Background: an optimization exercise with open tools, aiming at small area and a short achievable clock period. Do not read the settings as production practice.
In this exercise RTL edits were held to simulation tests only and were not proved equivalent to the original.

== alpha ==
==> flow/design.v <==
package stack_pkg;
  localparam int DATA_W_DEF = 8;
  localparam int DEPTH_DEF  = 256;
endpackage
module stack_ram (
  input  logic       clk,
  input  logic [15:0] wb_we0_i,   
  input  logic [15:0] wb_we1_i,   
  input  logic [7:0]  wb_data0_i,
  input  logic [7:0]  wb_data1_i,
  input  logic [3:0] rd_row0_i,
  input  logic [3:0] rd_row1_i,
  output logic [7:0] rd_data0_o,
  output logic [7:0] rd_data1_o
);
  logic [31:0][7:0][7:0] ring_q;
  logic [15:0][7:0]      tail0, tail1;
  always_ff @(posedge clk) begin
    for (int g = 0; g < 32; g++) begin
      ring_q[g][0] <= ring_q[g][7];
      if (g % 2 == 0) begin
        if (wb_we0_i[g / 2]) ring_q[g][1] <= wb_data0_i;
        else                                      ring_q[g][1] <= ring_q[g][0];
      end else begin
        if (wb_we1_i[g / 2]) ring_q[g][1] <= wb_data1_i;
        else                                      ring_q[g][1] <= ring_q[g][0];
      end
      for (int j = 2; j < 8; j++) ring_q[g][j] <= ring_q[g][j-1];
    end
  end
  always_comb begin
    for (int h = 0; h < 16; h++) begin
      tail0[h] = ring_q[2*h][7];
      tail1[h] = ring_q[2*h+1][7];
    end
  end
  assign rd_data0_o = tail0[rd_row0_i];
  assign rd_data1_o = tail1[rd_row1_i];
endmodule
module param_stack #(
  parameter int DATA_W = stack_pkg::DATA_W_DEF,
  parameter int DEPTH  = stack_pkg::DEPTH_DEF,
  parameter int PTR_W  = 8
) (
  input  logic              clk,
  input  logic              rst,
  input  logic              push,
  input  logic              pop,
  input  logic              tos,
  input  logic              clr_err,
  input  logic [DATA_W-1:0] d_in,
  output logic [DATA_W-1:0] d_out,
  output logic              d_out_vld,
  output logic [PTR_W:0]    count,
  output logic              empty,
  output logic              full,
  output logic              overflow,
  output logic              underflow
);
  logic [8:0]       cnt_q;
  logic             empty_q, full_q;
  logic [7:0]       dout_q;
  logic             vld_q, ovf_q, unf_q;
  logic [15:0][7:0] cache_q;
  logic [15:0]      sv_q;       
  logic [15:0]      sd_q;       
  logic [2:0]       ph_q;       
  logic [1:0]       wbg_q;      
  logic [1:0]       ldg_q;      
  logic [1:0][3:0]  hi_q;       
  logic [1:0]       ld_en_q;
  logic [1:0][15:0] wb_we_q;    
  logic [1:0][7:0]  wb_data_q, ld_data_q;
  logic [2:0]       ld_off_q;
  logic [7:0]       rd_data0, rd_data1;
  logic       inc, dec, repl, rd;
  logic [3:0]       sa;
  logic [15:0]      oh_a, oh_b;    
  logic [15:0][7:0] cache_top;     
  assign sa = cnt_q[3:0];
  always_comb begin
    for (int s = 0; s < 16; s++) begin
      oh_a[s]      = (sa == 4'(s));
      oh_b[s]      = (sa == 4'(s + 1));
      cache_top[s] = cache_q[(s + 15) % 16];
    end
  end
  assign inc  = push && !full_q && (!pop || empty_q);
  assign dec  = pop && !push && !empty_q;
  assign repl = push && pop && !empty_q;
  assign rd   = !empty_q && (pop || (tos && !push));
  logic [2:0] ph_n;
  assign ph_n = ph_q + 3'd1;
  logic [1:0][3:0] hi_d;
  logic [1:0]      evt_d;
  always_comb begin
    for (int p = 0; p < 2; p++) begin
      logic [3:0] s;
      s = {p[0], ph_n};
      hi_d[p]  = (s < cnt_q[3:0]) ? cnt_q[7:4] : cnt_q[7:4] - 4'd1;
      evt_d[p] = (inc && oh_a[s]) || ((dec || repl) && oh_b[s]);
    end
  end
  logic [1:0] wb_go, ld_go, wbg_d, ldg_d;
  always_comb begin
    for (int p = 0; p < 2; p++) begin
      wbg_d[p] = sd_q[{p[0], ph_n}] && !evt_d[p];
      ldg_d[p] = !sv_q[{p[0], ph_n}] && !evt_d[p];
    end
  end
  assign wb_go = wbg_q;
  assign ld_go = ldg_q;
  always_ff @(posedge clk) begin
    ld_data_q[0] <= rd_data0;
    ld_data_q[1] <= rd_data1;
    for (int p = 0; p < 2; p++) begin
      wb_data_q[p] <= cache_q[{p[0], ph_q}];
      for (int h = 0; h < 16; h++) wb_we_q[p][h] <= wb_go[p] && hi_q[p] == 4'(h);
    end
    hi_q     <= hi_d;
    ld_off_q <= ph_q;
  end
  always_ff @(posedge clk) begin
    if (rst) begin
      cnt_q   <= '0;
      empty_q <= 1'b1;
      full_q  <= 1'b0;
      dout_q  <= '0;
      vld_q   <= 1'b0;
      ovf_q   <= 1'b0;
      unf_q   <= 1'b0;
      sv_q    <= '1;
      sd_q    <= '0;
      ph_q    <= '0;
      ld_en_q <= '0;
      wbg_q   <= '0;
      ldg_q   <= '0;
    end else begin
      ph_q    <= ph_n;
      ld_en_q <= ld_go;
      wbg_q   <= wbg_d;
      ldg_q   <= ldg_d;
      if (inc) begin
        cnt_q   <= cnt_q + 9'd1;
        empty_q <= 1'b0;
        full_q  <= (cnt_q == 9'd255);
      end else if (dec) begin
        cnt_q   <= cnt_q - 9'd1;
        empty_q <= (cnt_q == 9'd1);
        full_q  <= 1'b0;
      end
      vld_q <= rd;
      if (rd) dout_q <= cache_top[sa];
      ovf_q <= (ovf_q && !clr_err) || (push && !pop && full_q);
      unf_q <= (unf_q && !clr_err) || (empty_q && (pop || (tos && !push)));
      for (int s = 0; s < 16; s++) begin
        if ((inc && oh_a[s]) || (repl && oh_b[s])) begin
          cache_q[s] <= d_in;
          sv_q[s]    <= 1'b1;
          sd_q[s]    <= 1'b1;
        end else if (dec && oh_b[s]) begin
          sv_q[s] <= (cnt_q <= 9'd16);
          sd_q[s] <= 1'b0;
        end else begin
          if (ld_en_q[s / 8] && ld_off_q == 3'(s % 8) && !sv_q[s]) begin
            cache_q[s] <= ld_data_q[s / 8];
            sv_q[s]    <= 1'b1;
          end
          if (ph_q == 3'(s % 8) && wb_go[s / 8]) sd_q[s] <= 1'b0;
        end
      end
    end
  end
  stack_ram u_ram (
    .clk        (clk),
    .wb_we0_i   (wb_we_q[0]),
    .wb_we1_i   (wb_we_q[1]),
    .wb_data0_i (wb_data_q[0]),
    .wb_data1_i (wb_data_q[1]),
    .rd_row0_i  (hi_q[0]),
    .rd_row1_i  (hi_q[1]),
    .rd_data0_o (rd_data0),
    .rd_data1_o (rd_data1)
  );
  assign count     = cnt_q;
  assign empty     = empty_q;
  assign full      = full_q;
  assign d_out     = dout_q;
  assign d_out_vld = vld_q;
  assign overflow  = ovf_q;
  assign underflow = unf_q;
endmodule
Settings: LEC_CHECK=0, CAP_MARGIN=20, CORE_MARGIN=2, CORE_UTILIZATION=70, CTS_CLUSTER_DIAMETER=100, CTS_CLUSTER_SIZE=25, SETUP_SLACK_MARGIN=2.35, SLEW_MARGIN=20, TNS_END_PERCENT=5; clock period 4.5 ns.
run.sh (not shown) runs the stock make flow with config.mk's settings and CLKGATE_MAP_FILE= SYNTH_SCRIPT=/design/flow/synth_recipe.tcl, a recipe that flattens the netlist after the stock synthesis.
diff inputs: alpha => beta
- CORE_UTILIZATION changed from 70 to 80
- TNS_END_PERCENT removed (was 5)
### Flow results
[beta] number of resized instances in the post-cts repair step rose 83 relative to alpha
Run status, beta: aborted in clock tree synthesis (4_1_cts), error DPL-0033
alpha reached the final stage; the timing, design-rule and antenna checks on its layout passed.
Number of setup buffers added after CTS (higher): beta
alpha -> beta: placer's final routability congestion estimate increased slightly
STATUS post-placement worst setup slack: beta wins against alpha
The row count number comes out higher for alpha vs beta.
Delta (beta minus alpha): synthesized cell count barely changed, placed cell area barely changed.
--- input diff beta..gamma ---
- changing CORE_UTILIZATION from 80 to 70
[summary]
- beta: it failed with a tool error in clock tree synthesis (4_1_cts), so there are no final results.
- gamma reached the end of the flow, and the finished layout is clean on the timing, design-rule and antenna checks.
- Summary of gamma over beta: post-CTS resize count lost 26; synthesized cell area now sits at about the same level; number of clock buffers inserted by TritonCTS has remained practically unchanged; number of cells after detailed placement increased by 2.8% relative to the old numbers.
What delta does differently from gamma at the input level:
- ABC_AREA newly set to 1
### Flow results
Having completed the whole flow, delta delivered a layout that passed the timing, design-rule and antenna checks. Summary of delta over gamma: data arrival time of the critical path now sits higher; time the final worst path needs with I/O delays and setup grew by 0.036 ns; design area saw a decrease. Relative to gamma, global routing usage on met1 decreased by 2.2 points in delta. Of the two values seen for capture point of the critical path, count[2] was produced by gamma and count[1] by delta. Relative to gamma, the routed length on met3 of delta is higher by about 37%.

what the ideal ports hide:
Ports are ideal in the flow. The routed layouts listed here were re-timed in OpenROAD.
Step 1: set_driving_cell puts a clkbuf_16 on clk and a buf_2 on each other input, an assumption about the parent block.
Step 2 adds t to the input delays and takes it off the output delays; t is the mean of the earliest and latest rising clock arrival at the registers after step 1. Input paths then give back, and output paths get back, about the clock's delay inside the block.
Three values: ideal ports, drivers, drivers and shift; two values: the first two.
| run | t, ns | setup WS [ns] | clock arrival spread, ns |
|---|---|---|---|
| alpha | 0.751 | 2.204 / 2.183 / 1.701 | 0.066 / 0.066 |
| gamma | 0.753 | 2.299 / 2.232 / 1.663 | 0.062 / 0.062 |
| delta | 0.749 | 2.263 / 2.195 / 1.685 | 0.044 / 0.044 |
After both steps every run listed still meets setup and hold. For gamma, which loses most, drivers alone change the setup slack by -0.067 ns; drivers and shift together by -0.636 ns.
